What follows belongs to an exercise in optimizing a design on an open flow for small area and a short achievable clock period; a production flow would make more cautious choices. Only simulation tests tie the RTL to the original design; equivalence was not proved. Power is estimated from default activity; no workload was simulated.

File: flow/flow/run.sh
#!/bin/bash
# The standard layout (standard.sh, all steps), with some cells added to the
# platform's don't-use list for synthesis and repair:
#  - full and half adder cells, so that Yosys leaves adders and compares as
#    plain gates and abc maps them together with the logic around them,
#    instead of splitting them into adder cells that abc cannot time through;
#  - a few slow wide cells (or4, nor4, a2111, o2111, a41, o41).
# The registers, their names and cell types are those of the standard
# synthesis. Output goes to flow_make.log here and to ORFS's own logs under
# orfs/logs.
set -euo pipefail
here=$(pwd)
platform_dont_use=$(make -C "$FLOW_HOME" DESIGN_CONFIG="$FLOW_CONFIG" WORK_HOME="$here/orfs" \
    print-DONT_USE_CELLS 2> "$here/flow_dont_use.log" | sed -n 's/^DONT_USE_CELLS: //p')
if [[ -z "$platform_dont_use" ]]; then
    echo "could not read the platform's DONT_USE_CELLS" >&2
    exit 1
fi
extra=$(tr '\n' ' ' < "$here/flow/extra_dont_use.txt")
echo "DONT_USE_CELLS=$platform_dont_use $extra" > "$here/flow_dont_use.txt"
bash "$here/standard.sh" "DONT_USE_CELLS=$platform_dont_use $extra" finish > "$here/flow_make.log" 2>&1
test -f "$here/out/final.def"
File: flow/flow/extra_dont_use.txt
sky130_fd_sc_hd__fa_* sky130_fd_sc_hd__ha_* sky130_fd_sc_hd__or4_* sky130_fd_sc_hd__or4b_* sky130_fd_sc_hd__or4bb_* sky130_fd_sc_hd__a2111o_* sky130_fd_sc_hd__a2111oi_* sky130_fd_sc_hd__a41o_* sky130_fd_sc_hd__a41oi_* sky130_fd_sc_hd__nor4_* sky130_fd_sc_hd__nor4b_* sky130_fd_sc_hd__nor4bb_* sky130_fd_sc_hd__o2111a_* sky130_fd_sc_hd__o2111ai_* sky130_fd_sc_hd__o41a_* sky130_fd_sc_hd__o41ai_*
File: flow/standard.sh
#!/bin/bash
# synth_recipe.tcl (not shown) runs the flow's synth.tcl, then flattens the netlist and writes it again
# the make line also repeats each setting of config.mk as NAME=value (left out here)
make -C /OpenROAD-flow-scripts/flow DESIGN_CONFIG=/design/flow/config.mk WORK_HOME=/design/flow/orfs CLKGATE_MAP_FILE= SYNTH_SCRIPT=/design/flow/synth_recipe.tcl "${@:-finish}"
File: flow/config.mk
export PLATFORM = sky130hd
export DESIGN_NAME = orderBook
export DESIGN_NICKNAME = orderBook
export VERILOG_FILES = /design/flow/design.v
export SDC_FILE = /design/flow/constraint.sdc
export NUM_CORES = 4
export LEC_CHECK = 0
export CAP_MARGIN = 20
export CORE_MARGIN = 2
export CORE_UTILIZATION = 45
export CTS_CLUSTER_DIAMETER = 80
export CTS_CLUSTER_SIZE = 25
export SETUP_SLACK_MARGIN = 2.4
export SLEW_MARGIN = 20
File: flow/constraint.sdc
create_clock -name core_clock -period 5.0 [get_ports {clkIn}]
set_input_delay 1.0000 -clock core_clock [delete_from_list [all_inputs] [get_ports {clkIn}]]
set_output_delay 1.0000 -clock core_clock [all_outputs]
set_load 0.01 [all_outputs]
File: flow/design.v
package orderBookPkg;
    typedef logic [32-1:0] priceT;
    typedef logic [32-1:0] sharesT;
    typedef struct packed {
        logic   isDelete;
        logic   isBuy;
        priceT  price;
        sharesT shares;
    } orderMsgT;
    typedef struct packed {
        priceT  price;
        sharesT shares;
    } levelT;
endpackage
`timescale 1ns/10ps
module cmpTree #(
    parameter int W      = 32,
    parameter int LEVELS = 5
) (
    input  logic [W-1:0] a,
    input  logic [W-1:0] b,
    output logic         gt,
    output logic         eq
);
    localparam int N      = 1 << LEVELS;
    logic [LEVELS:0][N-1:0] g;
    logic [LEVELS:0][N-1:0] l;
    for (genvar i = 0; i < N; i++) begin : gLeaf
        if (i < W) begin : gBit
            assign g[0][i] = a[i] & ~b[i];
            assign l[0][i] = ~a[i] & b[i];
        end else begin : gPad
            assign g[0][i] = 1'b0;
            assign l[0][i] = 1'b0;
        end
    end
    for (genvar k = 1; k <= LEVELS; k++) begin : gLvl
        for (genvar i = 0; i < N; i++) begin : gNode
            if (i < (N >> k)) begin : gUsed
                assign g[k][i] = g[k-1][2*i+1] | (~l[k-1][2*i+1] & g[k-1][2*i]);
                assign l[k][i] = l[k-1][2*i+1] | (~g[k-1][2*i+1] & l[k-1][2*i]);
            end else begin : gFree
                assign g[k][i] = 1'b0;
                assign l[k][i] = 1'b0;
            end
        end
    end
    assign gt = g[LEVELS][0];
    assign eq = ~(g[LEVELS][0] | l[LEVELS][0]);
endmodule
module ksAdderSel #(
    parameter int W      = 8,
    parameter int LEVELS = 3
) (
    input  logic [W-1:0] a,
    input  logic [W-1:0] b,
    output logic [W-1:0] sum0,
    output logic [W-1:0] sum1,
    output logic         co0,
    output logic         co1
);
    logic [LEVELS:0][W-1:0] g;
    logic [LEVELS:0][W-1:0] p;
    logic [W-1:0]           hp;
    assign hp   = a ^ b;
    assign g[0] = a & b;
    assign p[0] = hp;
    for (genvar k = 1; k <= LEVELS; k++) begin : gLvl
        for (genvar i = 0; i < W; i++) begin : gNode
            if (i >= (1 << (k - 1))) begin : gCombine
                assign g[k][i] = g[k-1][i] | (p[k-1][i] & g[k-1][i - (1 << (k - 1))]);
                assign p[k][i] = p[k-1][i] & p[k-1][i - (1 << (k - 1))];
            end else begin : gPass
                assign g[k][i] = g[k-1][i];
                assign p[k][i] = p[k-1][i];
            end
        end
    end
    assign sum0 = hp ^ {g[LEVELS][W-2:0], 1'b0};
    assign sum1 = hp ^ {g[LEVELS][W-2:0] | p[LEVELS][W-2:0], 1'b1};
    assign co0  = g[LEVELS][W-1];
    assign co1  = g[LEVELS][W-1] | p[LEVELS][W-1];
endmodule
module ksCarry #(
    parameter int W      = 8,
    parameter int LEVELS = 3
) (
    input  logic [W-1:0] gen,
    input  logic [W-1:0] prop,
    input  logic         ci,
    output logic [W-1:0] co
);
    logic [LEVELS:0][W-1:0] g;
    logic [LEVELS:0][W-1:0] p;
    assign g[0] = {gen[W-1:1], gen[0] | (prop[0] & ci)};
    assign p[0] = prop;
    for (genvar k = 1; k <= LEVELS; k++) begin : gLvl
        for (genvar i = 0; i < W; i++) begin : gNode
            if (i >= (1 << (k - 1))) begin : gCombine
                assign g[k][i] = g[k-1][i] | (p[k-1][i] & g[k-1][i - (1 << (k - 1))]);
                assign p[k][i] = p[k-1][i] & p[k-1][i - (1 << (k - 1))];
            end else begin : gPass
                assign g[k][i] = g[k-1][i];
                assign p[k][i] = p[k-1][i];
            end
        end
    end
    assign co = g[LEVELS];
endmodule
module levelNode (
    input  logic                  clkIn,
    input  logic                  isBuy,
    input  logic                  isSell,
    input  orderBookPkg::priceT   msgPrice,
    input  orderBookPkg::priceT   levelPrice,
    output logic                  bidMatch,
    output logic                  askMatch,
    output logic                  priceBetter
);
    logic msgHigher;
    logic msgEqual;
    cmpTree #(
        .W      (32),
        .LEVELS (5)
    ) cmp (
        .a  (msgPrice),
        .b  (levelPrice),
        .gt (msgHigher),
        .eq (msgEqual)
    );
    always_ff @(posedge clkIn) begin : flagReg
        bidMatch <= msgEqual && isBuy;
        askMatch <= msgEqual && isSell;
        priceBetter <= isBuy ? msgHigher : !(msgHigher || msgEqual);
    end
endmodule
`timescale 1ns/10ps
module bookSide #(
    parameter bit BUY_SIDE = 1'b1
) (
    input  logic                   clkIn,
    input  logic                   rstIn,
    input  logic                   sideValid,
    input  orderBookPkg::orderMsgT msgR,
    input  logic [8:1]   matchR,
    input  logic [8:1]   betterR,
    input  logic                   coveredR,
    input  orderBookPkg::sharesT   newSharesR,
    output logic [8:1][32+32-1:0] levels,
    output orderBookPkg::levelT    best,
    output logic                   updated
);
    localparam int DEPTH  = 8;
    localparam int LVL_W  = 32 + 32;
    localparam orderBookPkg::levelT EMPTY_LEVEL = {{32{~BUY_SIDE}}, {32{1'b0}}};
    logic [DEPTH:1][LVL_W-1:0] levelsNext;
    logic                 anyMatch;
    logic                 anyBetter;
    logic                 isAdd;
    logic                 sideGo;
    logic [DEPTH:1]       addNewR;
    logic [DEPTH:1]       addAboveR;
    logic [DEPTH:1]       delMatchR;
    logic [DEPTH:1]       delShiftR;
    logic                 changeR;
    orderBookPkg::levelT  newLevel;
    assign anyMatch  = |matchR;
    assign anyBetter = |betterR;
    assign isAdd     = !msgR.isDelete;
    assign sideGo    = sideValid && !rstIn;
    for (genvar i = 1; i <= DEPTH; i++) begin : gMove
        logic aboveBetter;
        assign aboveBetter = (i > 1) ? betterR[i-1] : 1'b0;
        always_ff @(posedge clkIn) begin : moveReg
            addNewR[i]   <= sideGo && isAdd && (matchR[i] || (!anyMatch && betterR[i] && !aboveBetter));
            addAboveR[i] <= sideGo && isAdd && !anyMatch && betterR[i] && aboveBetter;
            delMatchR[i] <= sideGo && !isAdd && matchR[i];
            delShiftR[i] <= sideGo && !isAdd && anyMatch && (matchR[i] || betterR[i]);
        end
    end
    always_ff @(posedge clkIn) begin : changeReg
        changeR <= sideGo && (anyMatch || (isAdd && anyBetter));
    end
    assign newLevel = {msgR.price, newSharesR};
    for (genvar i = 1; i <= DEPTH; i++) begin : gLevel
        localparam int ABOVE_IDX = (i > 1) ? i - 1 : 1;
        localparam int BELOW_IDX = (i < DEPTH) ? i + 1 : DEPTH;
        logic [LVL_W-1:0] aboveLevel;
        logic [LVL_W-1:0] belowLevel;
        logic selNew;
        logic selAbove;
        logic selBelow;
        logic keep;
        assign aboveLevel  = levels[ABOVE_IDX];
        assign belowLevel  = (i < DEPTH) ? levels[BELOW_IDX] : EMPTY_LEVEL;
        assign selNew   = !rstIn && (addNewR[i] || (delMatchR[i] && !coveredR));
        assign selAbove = !rstIn && addAboveR[i];
        assign selBelow = !rstIn && delShiftR[i] && coveredR;
        assign keep     = !rstIn && !selNew && !selAbove && !selBelow;
        assign levelsNext[i] = ({LVL_W{selNew}}   & newLevel)   |
                               ({LVL_W{selAbove}} & aboveLevel) |
                               ({LVL_W{selBelow}} & belowLevel) |
                               ({LVL_W{keep}}     & levels[i])  |
                               ({LVL_W{rstIn}}    & EMPTY_LEVEL);
    end
    always_ff @(posedge clkIn) begin : commitReg
        levels  <= levelsNext;
        updated <= changeR && !rstIn;
    end
    assign best = levels[1];
endmodule
`timescale 1ns/10ps
module orderBook (
    input  logic        clkIn,
    input  logic        rstIn,
    input  logic        msgValid,
    input  logic [65:0] msg,
    output logic [63:0] bestBid,
    output logic [63:0] bestAsk,
    output logic        bidUpdated,
    output logic        askUpdated
);
    localparam int DEPTH = 8;
    localparam int LVL_W = 32 + 32;
    localparam int SH_W  = 32;
    orderBookPkg::orderMsgT msgR;
    logic       isSellR;
    logic [2:1] validPipe;
    always_ff @(posedge clkIn) begin : msgCapture
        if (msgValid) begin
            msgR    <= {msg[65:32], msg[31:0] ^ {32{msg[65]}}};
            isSellR <= !msg[64];
        end
    end
    always_ff @(posedge clkIn) begin : validReg
        if (rstIn) begin
            validPipe <= '0;
        end else begin
            validPipe <= {validPipe[1], msgValid};
        end
    end
    logic [DEPTH:1][LVL_W-1:0] bidLevels;
    logic [DEPTH:1][LVL_W-1:0] askLevels;
    logic [DEPTH:1]            bidMatchR;
    logic [DEPTH:1]            askMatchR;
    logic [DEPTH:1]            betterR;
    localparam int PR_W   = 32;
    localparam int HALF_P = PR_W / 2;
    for (genvar n = 1; n <= DEPTH; n++) begin : gNode
        orderBookPkg::priceT sidePrice;
        assign sidePrice[HALF_P-1:0]    = msgR.isBuy ? bidLevels[n][SH_W +: HALF_P]
                                                     : askLevels[n][SH_W +: HALF_P];
        assign sidePrice[PR_W-1:HALF_P] = isSellR ? askLevels[n][SH_W+HALF_P +: PR_W-HALF_P]
                                                  : bidLevels[n][SH_W+HALF_P +: PR_W-HALF_P];
        levelNode node (
            .clkIn       (clkIn),
            .isBuy       (msgR.isBuy),
            .isSell      (isSellR),
            .msgPrice    (msgR.price),
            .levelPrice  (sidePrice),
            .bidMatch    (bidMatchR[n]),
            .askMatch    (askMatchR[n]),
            .priceBetter (betterR[n])
        );
    end
    localparam int CH_W = 4;
    localparam int NCH  = SH_W / CH_W;
    orderBookPkg::sharesT     matchShares;
    logic [NCH-1:0][CH_W-1:0] sum0;
    logic [NCH-1:0][CH_W-1:0] sum1;
    logic [NCH-1:0]           carry0;
    logic [NCH-1:0]           carry1;
    logic [NCH-1:0][CH_W-1:0] sum0R;
    logic [NCH-1:0][CH_W-1:0] sum1R;
    logic [NCH-1:0]           carry0R;
    logic [NCH-1:0]           carry1R;
    logic [NCH:0]             carryIn;
    logic [NCH-1:0]           carryNoIn;
    orderBookPkg::sharesT     newSharesR;
    logic                     coveredR;
    always_comb begin : matchMux
        matchShares = '0;
        for (int i = 1; i <= DEPTH; i++) begin
            matchShares = matchShares |
                          ({SH_W{bidMatchR[i]}} & bidLevels[i][SH_W-1:0]) |
                          ({SH_W{askMatchR[i]}} & askLevels[i][SH_W-1:0]);
        end
    end
    for (genvar j = 0; j < NCH; j++) begin : gChunk
        ksAdderSel #(
            .W      (CH_W),
            .LEVELS (2)
        ) chunkAdd (
            .a    (matchShares[j*CH_W +: CH_W]),
            .b    (msgR.shares[j*CH_W +: CH_W]),
            .sum0 (sum0[j]),
            .sum1 (sum1[j]),
            .co0  (carry0[j]),
            .co1  (carry1[j])
        );
    end
    ksCarry #(
        .W      (NCH),
        .LEVELS (3)
    ) coverCarry (
        .gen  (carry0),
        .prop (carry1),
        .ci   (1'b0),
        .co   (carryNoIn)
    );
    always_ff @(posedge clkIn) begin : sharesReg
        sum0R    <= sum0;
        sum1R    <= sum1;
        carry0R  <= carry0;
        carry1R  <= carry1;
        coveredR <= !carryNoIn[NCH-1];
    end
    assign carryIn[0] = msgR.isDelete;
    ksCarry #(
        .W      (NCH),
        .LEVELS (3)
    ) sumCarry (
        .gen  (carry0R),
        .prop (carry1R),
        .ci   (msgR.isDelete),
        .co   (carryIn[NCH:1])
    );
    for (genvar j = 0; j < NCH; j++) begin : gSel
        assign newSharesR[j*CH_W +: CH_W] = carryIn[j] ? sum1R[j] : sum0R[j];
    end
    bookSide #(
        .BUY_SIDE (1'b1)
    ) bidSide (
        .clkIn      (clkIn),
        .rstIn      (rstIn),
        .sideValid  (validPipe[2] && msgR.isBuy),
        .msgR       (msgR),
        .matchR     (bidMatchR),
        .betterR    (betterR),
        .coveredR   (coveredR),
        .newSharesR (newSharesR),
        .levels     (bidLevels),
        .best       (bestBid),
        .updated    (bidUpdated)
    );
    bookSide #(
        .BUY_SIDE (1'b0)
    ) askSide (
        .clkIn      (clkIn),
        .rstIn      (rstIn),
        .sideValid  (validPipe[2] && isSellR),
        .msgR       (msgR),
        .matchR     (askMatchR),
        .betterR    (betterR),
        .coveredR   (coveredR),
        .newSharesR (newSharesR),
        .levels     (askLevels),
        .best       (bestAsk),
        .updated    (askUpdated)
    );
endmodule
==> impl_metrics.env, run 1 <==
export IMPL_critPathKind="reg2reg"
export IMPL_slew_headroom_pct=11.6
export IMPL_h_tree_depth=3
export IMPL_switching_share_pct=31.4
export IMPL_globalplace_congestion=0.959
export IMPL_clock_root_buffer="clkbuf_16"
export IMPL_end_kind="register"
export IMPL_synthCells=6565
export IMPL_finalHoldViolations=0
export IMPL_dr_pass1_iters=15
export IMPL_vias_per_cell=7.70
export IMPL_vias=64700
export IMPL_synth_most_common_cell="dfxtp_1"
export IMPL_synth_seq_area_share_pct=42.5
export IMPL_path_cells="buf_12, buf_4, buf_16, mux2i_2, o21ai_0, o21ai_1, nor3_2, a21oi_2, a21oi_2, buf_4, and4b_2, and2_1"
export IMPL_yosysUniqueCellTypes=83
export IMPL_synth_common_cells="dfxtp_1, o21ai_0, a222oi_1"
export IMPL_die_w_microns=372
export IMPL_dp_cells=7924
export IMPL_cp_slowest_cell="edfxtp_1"
export IMPL_synthToLayoutAreaGrowth_pct=17.5
export IMPL_hold_buffers=0
export IMPL_yosysTopAreaCell="dfxtp_1"
export IMPL_critical_path_max_stage_delay_ns=0.40
export IMPL_power_internal_mw=14.9
export IMPL_min_period_ns=2.97
export IMPL_worstMarginPinSlew_ns=1.32
export IMPL_syn_area_per_cell_sq_um=9.29
export IMPL_p_leak_nw=26.8
export IMPL_clk_pin_slew_ns=0.09
export IMPL_drv_slew=0
export IMPL_die_h_microns=372
export IMPL_setup_viol=0
export IMPL_grt_pass1_vias=58300
export IMPL_clkPwrFrac_pct=33.9
export IMPL_num_io_pins=199
export IMPL_p_comb_share_pct=16.2
export IMPL_drv_cap=0
export IMPL_grt_remaining_overflow=0
export IMPL_grt_pass1_wl_microns=432000
export IMPL_wl_microns=314000
export IMPL_power_switching_mw=6.84
export IMPL_syn_area_sq_um=61000
export IMPL_nFillCells=12100
export IMPL_antenna_found_initial=23
export IMPL_grt_max_degree=75
export IMPL_cts_tree="built"
export IMPL_place_hpwl_microns=170000
export IMPL_finalPower_mw=21.7
export IMPL_clockBufferDepth=3
export IMPL_core_sq_um=135000
export IMPL_wl_per_cell_microns=37.4
export IMPL_drtAntennaViolNets=0
export IMPL_power_density_nw_per_um2=304
export IMPL_ys_async_sr_fraction_pct=0
export IMPL_critPathRequiredTime_ns=5.65
export IMPL_critPathMaxFanout=21
export IMPL_die_area_sq_um=139000
export IMPL_syn_num_nets=6634
export IMPL_seq_area_sq_um=26200
export IMPL_hold_class="reg2reg"
export IMPL_initial_utilization_pct=45.2
export IMPL_drt_iter0_markers=14600
export IMPL_synth_edf_count=67
export IMPL_yosys_warnings=4
export IMPL_pwr_share_seq_pct=49.9
export IMPL_nets=6607
export IMPL_tns_ns=0
export IMPL_portBuffers=198
export IMPL_clock_sinks=1262
export IMPL_grt_total_usage_pct=43.0
export IMPL_drc=0
export IMPL_rsz0062_at_grt="true"
export IMPL_multi_input_area_sq_um=33300
export IMPL_fin_skew_ns=0.0602
export IMPL_cp_arrival_ns=3.62
export IMPL_netlist_top_cells_area="dfxtp_1, a222oi_1, o21ai_0"
export IMPL_cts_buffers=76
export IMPL_synthFlopType="dfxtp_1"
export IMPL_num_rows=135
export IMPL_post_route_period_util_pct=59.5
export IMPL_clk_latency_ns=0.78
export IMPL_final_layout_size_suffix_gt1_share_pct=19.7
export IMPL_synth_top_cell_area_share_pct=39.2
export IMPL_status="timing/DRC/antenna clean"
export IMPL_cp_start_kind="register"
export IMPL_vdd_drop_max_mv=0.257
export IMPL_synth_seq_cells=1262
export IMPL_final_cells=8398
export IMPL_fmaxAchievable_mhz=336
-- registers in the layout, summed over array words and instances (netlist names), 2 cells and up --
signal,cells
carry1R,7
msgR,66
bidSide.addNewR,8
askSide.delMatchR,8
askSide.delShiftR,8
carry0R,7
gNode.node.bidMatch,8
bidSide.levels,512
sum0R,32
gNode.node.priceBetter,8
validPipe,2
bidSide.delShiftR,8
askSide.levels,512
sum1R,32
bidSide.addAboveR,7
bidSide.delMatchR,8
askSide.addAboveR,7
gNode.node.askMatch,8
askSide.addNewR,8
-- kinds of logic after synthesis --
kind of cell             after synthesis  share of synthesized area [%]
buffers and inverters                940                           7.61
multiplexers                         288                           4.88
flip-flops                          1262                           42.5
AO/OA/AOI/OAI                       2799                           34.2
AND/OR/NAND/NOR                     1101                           8.07
adder cells (fa/ha/maj)               79                           1.33
XOR/XNOR                              96                           1.38
-- critical path, delay by kind of cell (launching register included) --
family	cells	cell delay [ns]
buffers and inverters	4	0.83
AO/OA/AOI/OAI	4	0.75
AND/OR/NAND/NOR	3	0.59
flip-flops	1	0.40
multiplexers	1	0.28
-- cells in the final DEF (no fill, tap or decap), types with 21 or more instances in the layout --
| cell type | count |
|---|---|
| a21boi_0 | 34 |
| a21oi_1 | 197 |
| a21oi_2 | 39 |
| a21oi_4 | 25 |
| a221o_1 | 296 |
| a221oi_1 | 92 |
| a222oi_1 | 640 |
| a22o_1 | 24 |
| a22oi_1 | 339 |
| and2_1 | 45 |
| and3_4 | 27 |
| buf_12 | 74 |
| buf_4 | 331 |
| buf_6 | 44 |
| clkbuf_16 | 81 |
| clkdlybuf4s50_1 | 65 |
| dfxtp_1 | 1077 |
| dfxtp_2 | 72 |
| dfxtp_4 | 46 |
| diode_2 | 23 |
| dlygate4sd2_1 | 123 |
| edfxtp_1 | 67 |
| inv_1 | 110 |
| maj3_1 | 58 |
| maj3_2 | 21 |
| mux2i_1 | 180 |
| mux2i_2 | 43 |
| mux2i_4 | 48 |
| nand2_1 | 570 |
| nand4_1 | 59 |
| nor2_1 | 183 |
| nor3_2 | 40 |
| o211ai_1 | 49 |
| o21ai_0 | 635 |
| o21ai_1 | 138 |
| o21ai_2 | 85 |
| o22ai_1 | 30 |
| or2_2 | 36 |
| xnor2_1 | 42 |
| xor2_1 | 54 |
-- layout make-up --
| cell class | instances | area share (%) |
|---|---|---|
| multi-input cells | 4409 | 46.4 |
| flip-flops and latches | 1262 | 36.6 |
| repair buffers | 672 | 9.57 |
| well taps | 1781 | 3.11 |
| clock buffers | 90 | 2.80 |
| clock inverters | 44 | 0.800 |
| inverters | 116 | 0.630 |
| diodes | 23 | 0.0803 |
| repair inverters | 1 | 0.00699 |
-- routing by layer --
metal  global-route usage, %  up-vias  share of wire, %
li1                        -    25900                 -
met1                    51.7    31000                34
met2                    60.4     5991                40
met3                    17.9     1772                16
met4                    32.9       22               9.6
met5                   0.979        -              0.11
-- per-stage QoR --
step	setup slack, ns	hold WS [ns]	cell area, sq um	utilization, %
after floorplan	2.41	0.414	61000	-
after global placement	1.25	0.421	63200	46.8
after detailed placement	1.14	0.434	63200	46.8
after CTS	2.16	0.463	69600	51.6
after global routing	2.01	0.480	71600	53.0
final	2.03	0.464	71600	53.1
-- power groups by stage --
stage	combinational, mW	sequential [mW]	clock, mW
2_1_floorplan	1.85	10.9	0
3_3_place_gp	2.56	11.1	0
3_5_place_dp	2.62	11.1	0
4_1_cts	3.11	10.8	7.33
5_1_grt	3.64	10.9	7.67
6_report	3.53	10.8	7.38
-- path summary, 6_finish.rpt --
kind,from,to,slack (ns),cells past startpoint
max,isSellR,gNode[6].node.bidMatch,2.03,12
min,askSide.levels[43],askSide.levels[43],0.46,2
max reg2reg,isSellR,gNode[6].node.bidMatch,2.03,12
min reg2reg,askSide.levels[43],askSide.levels[43],0.46,2
-- what timing repair did --
action	in CTS	in global routing
buffers inserted	187	70
gates cloned	54	6
pin swaps	81	129
resized for setup	651	289
endpoints found under the setup margin	1210	315
==> run 2, diff against run 1 <==
--- a/flow/design.v
+++ b/flow/design.v
@@ -111,9 +111,7 @@
     input  logic                  clkIn,
-    input  logic                  isBuy,
-    input  logic                  isSell,
     input  orderBookPkg::priceT   msgPrice,
     input  orderBookPkg::priceT   levelPrice,
-    output logic                  bidMatch,
-    output logic                  askMatch,
-    output logic                  priceBetter
+    output logic                  priceMatch,
+    output logic                  priceHigher,
+    output logic                  priceLower
 );
@@ -131,5 +129,5 @@
     always_ff @(posedge clkIn) begin : flagReg
-        bidMatch <= msgEqual && isBuy;
-        askMatch <= msgEqual && isSell;
-        priceBetter <= isBuy ? msgHigher : !(msgHigher || msgEqual);
+        priceMatch  <= msgEqual;
+        priceHigher <= msgHigher;
+        priceLower  <= !(msgHigher || msgEqual);
     end
@@ -243,4 +241,5 @@
     logic [DEPTH:1][LVL_W-1:0] askLevels;
-    logic [DEPTH:1]            bidMatchR;
-    logic [DEPTH:1]            askMatchR;
+    logic [DEPTH:1]            matchR;
+    logic [DEPTH:1]            higherR;
+    logic [DEPTH:1]            lowerR;
     logic [DEPTH:1]            betterR;
@@ -256,11 +255,10 @@
             .clkIn       (clkIn),
-            .isBuy       (msgR.isBuy),
-            .isSell      (isSellR),
             .msgPrice    (msgR.price),
             .levelPrice  (sidePrice),
-            .bidMatch    (bidMatchR[n]),
-            .askMatch    (askMatchR[n]),
-            .priceBetter (betterR[n])
+            .priceMatch  (matchR[n]),
+            .priceHigher (higherR[n]),
+            .priceLower  (lowerR[n])
         );
     end
+    assign betterR = msgR.isBuy ? higherR : lowerR;
     localparam int CH_W = 4;
@@ -280,10 +278,13 @@
     logic                     coveredR;
+    orderBookPkg::sharesT     bidMatchShares;
+    orderBookPkg::sharesT     askMatchShares;
     always_comb begin : matchMux
-        matchShares = '0;
+        bidMatchShares = '0;
+        askMatchShares = '0;
         for (int i = 1; i <= DEPTH; i++) begin
-            matchShares = matchShares |
-                          ({SH_W{bidMatchR[i]}} & bidLevels[i][SH_W-1:0]) |
-                          ({SH_W{askMatchR[i]}} & askLevels[i][SH_W-1:0]);
+            bidMatchShares = bidMatchShares | ({SH_W{matchR[i]}} & bidLevels[i][SH_W-1:0]);
+            askMatchShares = askMatchShares | ({SH_W{matchR[i]}} & askLevels[i][SH_W-1:0]);
         end
     end
+    assign matchShares = msgR.isBuy ? bidMatchShares : askMatchShares;
     for (genvar j = 0; j < NCH; j++) begin : gChunk
@@ -337,3 +338,3 @@
         .msgR       (msgR),
-        .matchR     (bidMatchR),
+        .matchR     (matchR),
         .betterR    (betterR),
@@ -352,3 +353,3 @@
         .msgR       (msgR),
-        .matchR     (askMatchR),
+        .matchR     (matchR),
         .betterR    (betterR),
==> run 2 against run 1 <==
Power up 6.3%. Register-to-register slack got worse by 0.25 ns. Die area decreased by 1.6%. Sequential power barely moved. Highest routed layer unchanged.
==> impl_metrics.env, run 2 <==
export IMPL_status="timing/DRC/antenna clean"
export IMPL_cp_arrival_ns=3.81
export IMPL_ys_async_sr_fraction_pct=0
export IMPL_hold_buffers=0
export IMPL_critPathRequiredTime_ns=5.58
export IMPL_syn_area_per_cell_sq_um=9.31
export IMPL_cp_slowest_cell="edfxtp_1"
export IMPL_synth_seq_cells=1262
export IMPL_vias_per_cell=7.50
export IMPL_clockBufferDepth=3
export IMPL_use_met2_pct=58.1
export IMPL_top_regs="askSide.levels: 512 flops, bidSide.levels: 512 flops, msgR: 66 flops"
export IMPL_dp_cells=7788
export IMPL_layout_commonest_cell="dfxtp_1"
export IMPL_synth_seq_area_share_pct=43.2
export IMPL_worstMarginPinSlew_ns=1.16
export IMPL_synth_edf_count=67
export IMPL_cp_start_kind="register"
export IMPL_cts_buffers=71
export IMPL_clock_root_buffer="clkbuf_16"
export IMPL_place_hpwl_microns=159000
export IMPL_worst_path_buf_inv=2
export IMPL_dr_pass1_iters=13
export IMPL_die_w_microns=369
export IMPL_synth_most_common_cell="dfxtp_1"
export IMPL_yosysTopAreaCell="dfxtp_1"
export IMPL_preCtsSetupSlack_ns=0.935
export IMPL_drt_iter0_markers=13300
export IMPL_synthFlopType="dfxtp_1"
export IMPL_critPathKind="reg2reg"
export IMPL_min_period_ns=3.23
export IMPL_fin_ws_ns=1.77
export IMPL_initial_utilization_pct=45.5
export IMPL_cts_tree="built"
export IMPL_end_kind="register"
export IMPL_layout_common_cells="dfxtp_1, a222oi_1, nand2_1, o21ai_0, a221o_1"
export IMPL_grt_remaining_overflow=0
export IMPL_grt_pass1_vias=56300
export IMPL_vdd_drop_max_mv=0.245
export IMPL_syn_num_nets=6516
export IMPL_netlist_top_cells_area="dfxtp_1, a222oi_1, a221o_1"
export IMPL_final_layout_size_suffix_gt1_share_pct=21.4
export IMPL_clock_sinks=1262
export IMPL_cp_top_family="compound AO/OA/AOI/OAI gates"
export IMPL_reg2regPathDepth=11
export IMPL_portBuffers=198
export IMPL_nets=6488
export IMPL_power_density_nw_per_um2=322
export IMPL_yosys_warnings=4
export IMPL_syn_area_sq_um=60000
export IMPL_rsz0062_at_grt="true"
export IMPL_hold_path_depth=1
export IMPL_rr_startpoint="msgR[64]"
export IMPL_h_tree_depth=3
export IMPL_tns_ns=0
export IMPL_final_cells=8237
export IMPL_core_sq_um=132000
export IMPL_synthCells=6447
export IMPL_cp_num_cells=11
export IMPL_antenna_found_initial=19
export IMPL_die_area_sq_um=136000
export IMPL_grt_total_usage_pct=40.2
export IMPL_wl_per_cell_microns=35.4
export IMPL_fmaxAchievable_mhz=310
export IMPL_drv_cap=0
export IMPL_met3_usage_pct=12.8
export IMPL_hp_start="validPipe[1]"
export IMPL_die_h_microns=369
export IMPL_wl_microns=292000
export IMPL_finalHoldViolations=0
export IMPL_post_route_period_util_pct=64.6
export IMPL_slew_headroom_pct=22.4
export IMPL_globalplace_congestion=0.938
export IMPL_synth_top_cell_area_share_pct=39.9
export IMPL_drc=0
export IMPL_grt_pass1_wl_microns=405000
export IMPL_vias=61700
export IMPL_clk_pin_slew_ns=0.11
export IMPL_num_rows=133
export IMPL_crit_start="msgR[64]"
export IMPL_p_leak_nw=27.4
export IMPL_yosysUniqueCellTypes=66
export IMPL_drtAntennaViolNets=0
export IMPL_met1_usage_pct=50.9
export IMPL_num_io_pins=199
export IMPL_synth_common_cells="dfxtp_1, o21ai_0, a222oi_1"
export IMPL_path_cells="buf_12, buf_16, mux2i_1, o22ai_1, a21oi_1, o21ai_0, maj3_1, a21oi_2, o21ai_1, nand2b_4, nor3_4"
export IMPL_hold_class="reg2reg"
export IMPL_grt_max_degree=89
export IMPL_critical_path_max_stage_delay_ns=0.47
export IMPL_clk_latency_ns=0.77
export IMPL_fin_skew_ns=0.0446
export IMPL_synthToLayoutAreaGrowth_pct=19.5
export IMPL_setup_viol=0
export IMPL_drv_slew=0
export IMPL_critPathMaxFanout=9
export IMPL_busiest_layer="met2"
[run 2: layer usage]
metal	up-vias	routed length [microns]
li1	25300	-
met1	29800	104000
met5	-	169
met3	1425	43200
met2	5261	119000
met4	20	24700
[run 2: what timing repair did]
item                                    in CTS  in global routing
pin swaps                                  225                166
setup buffers                              191                 64
endpoints found under the setup margin    1069                695
cloned                                      48                  9
hold endpoints to repair                     0                  0
resized for setup                          886                370
[run 2: final timing paths]
check                                           endpoint  slack [ns]
worst min register to register              validPipe[2]        0.46
worst max register to register  gNode[1].node.priceMatch        1.77
worst min-delay path                        validPipe[2]        0.46
worst max-delay path            gNode[1].node.priceMatch        1.77
[run 2: final cells by class]
| type | count | area [sq um] |
|---|---|---|
| inverter | 114 | 429 |
| clock buffer | 94 | 2030 |
| sequential | 1262 | 26100 |
| fill | 11600 | 60300 |
| clock inverter | 32 | 350 |
| timing repair buffer | 684 | 7740 |
| multi-input combinational | 4286 | 32800 |
| antenna | 10 | 25.0 |
| tap | 1755 | 2200 |
[run 2: cells by family (layout without fill, tap and decap cells)]
| logic type | Yosys count | in the layout | synth area share [%] |
|---|---|---|---|
| XOR/XNOR | 112 | 112 | 1.63 |
| flip-flops | 1262 | 1262 | 43.2 |
| AO/OA/AOI/OAI | 2505 | 2505 | 31.7 |
| other | 0 | 10 | 0 |
| multiplexers | 297 | 297 | 5.07 |
| buffers and inverters | 924 | 924 | 6.85 |
| AND/OR/NAND/NOR | 1151 | 1176 | 8.20 |
| adder cells (fa/ha/maj) | 196 | 196 | 3.28 |
[run 2: where the power goes]
part	switching, mW	internal [mW]
logic	2.97	2.12
registers	0.452	10.6
clock network	3.99	3.02
total	7.41	15.7
[run 2: through the flow]
| stage | utilization, % | hold WS [ns] | cell area [sq um] | power, mW |
|---|---|---|---|---|
| after floorplan | - | 0.414 | 60100 | 13.3 |
| after global placement | 47.6 | 0.424 | 62800 | 14.5 |
| after detailed placement | 47.6 | 0.432 | 62800 | 14.5 |
| after CTS | 52.9 | 0.456 | 69800 | 22.4 |
| after global routing | 54.3 | 0.461 | 71700 | 23.7 |
| final | 54.3 | 0.460 | 71700 | 23.1 |

==> port drivers added, routing unchanged <==
How much do the figures lean on ideal ports? The routed layouts below were timed once more, with nothing changed but the port constraints. Step 1 sets driving cells, clkbuf_16 on the clock port and buf_2 on the other inputs (assumed; they add their load-dependent delay and slew). Step 2 also shifts input and output timing later by t, the mid clock arrival at the registers, as if the neighbouring blocks saw the same clock. a / b / c = ideal ports / drivers / drivers and shift; a / b = the first two.
run | t, ns | slack for setup (ns) | hold WS [ns] | worst slew at a driven data input, ns
run 1 | 0.829 | 2.025 / 2.025 / 1.414 | 0.464 / 0.464 / 0.464 | 0.09
run 2 | 0.824 | 1.772 / 1.772 / 1.518 | 0.460 / 0.460 / 0.460 | 0.06
After both steps setup and hold are still met in every run listed. The setup slack of run 1, which loses most, moves by 0.000 ns with the drivers and by -0.611 ns with both steps.
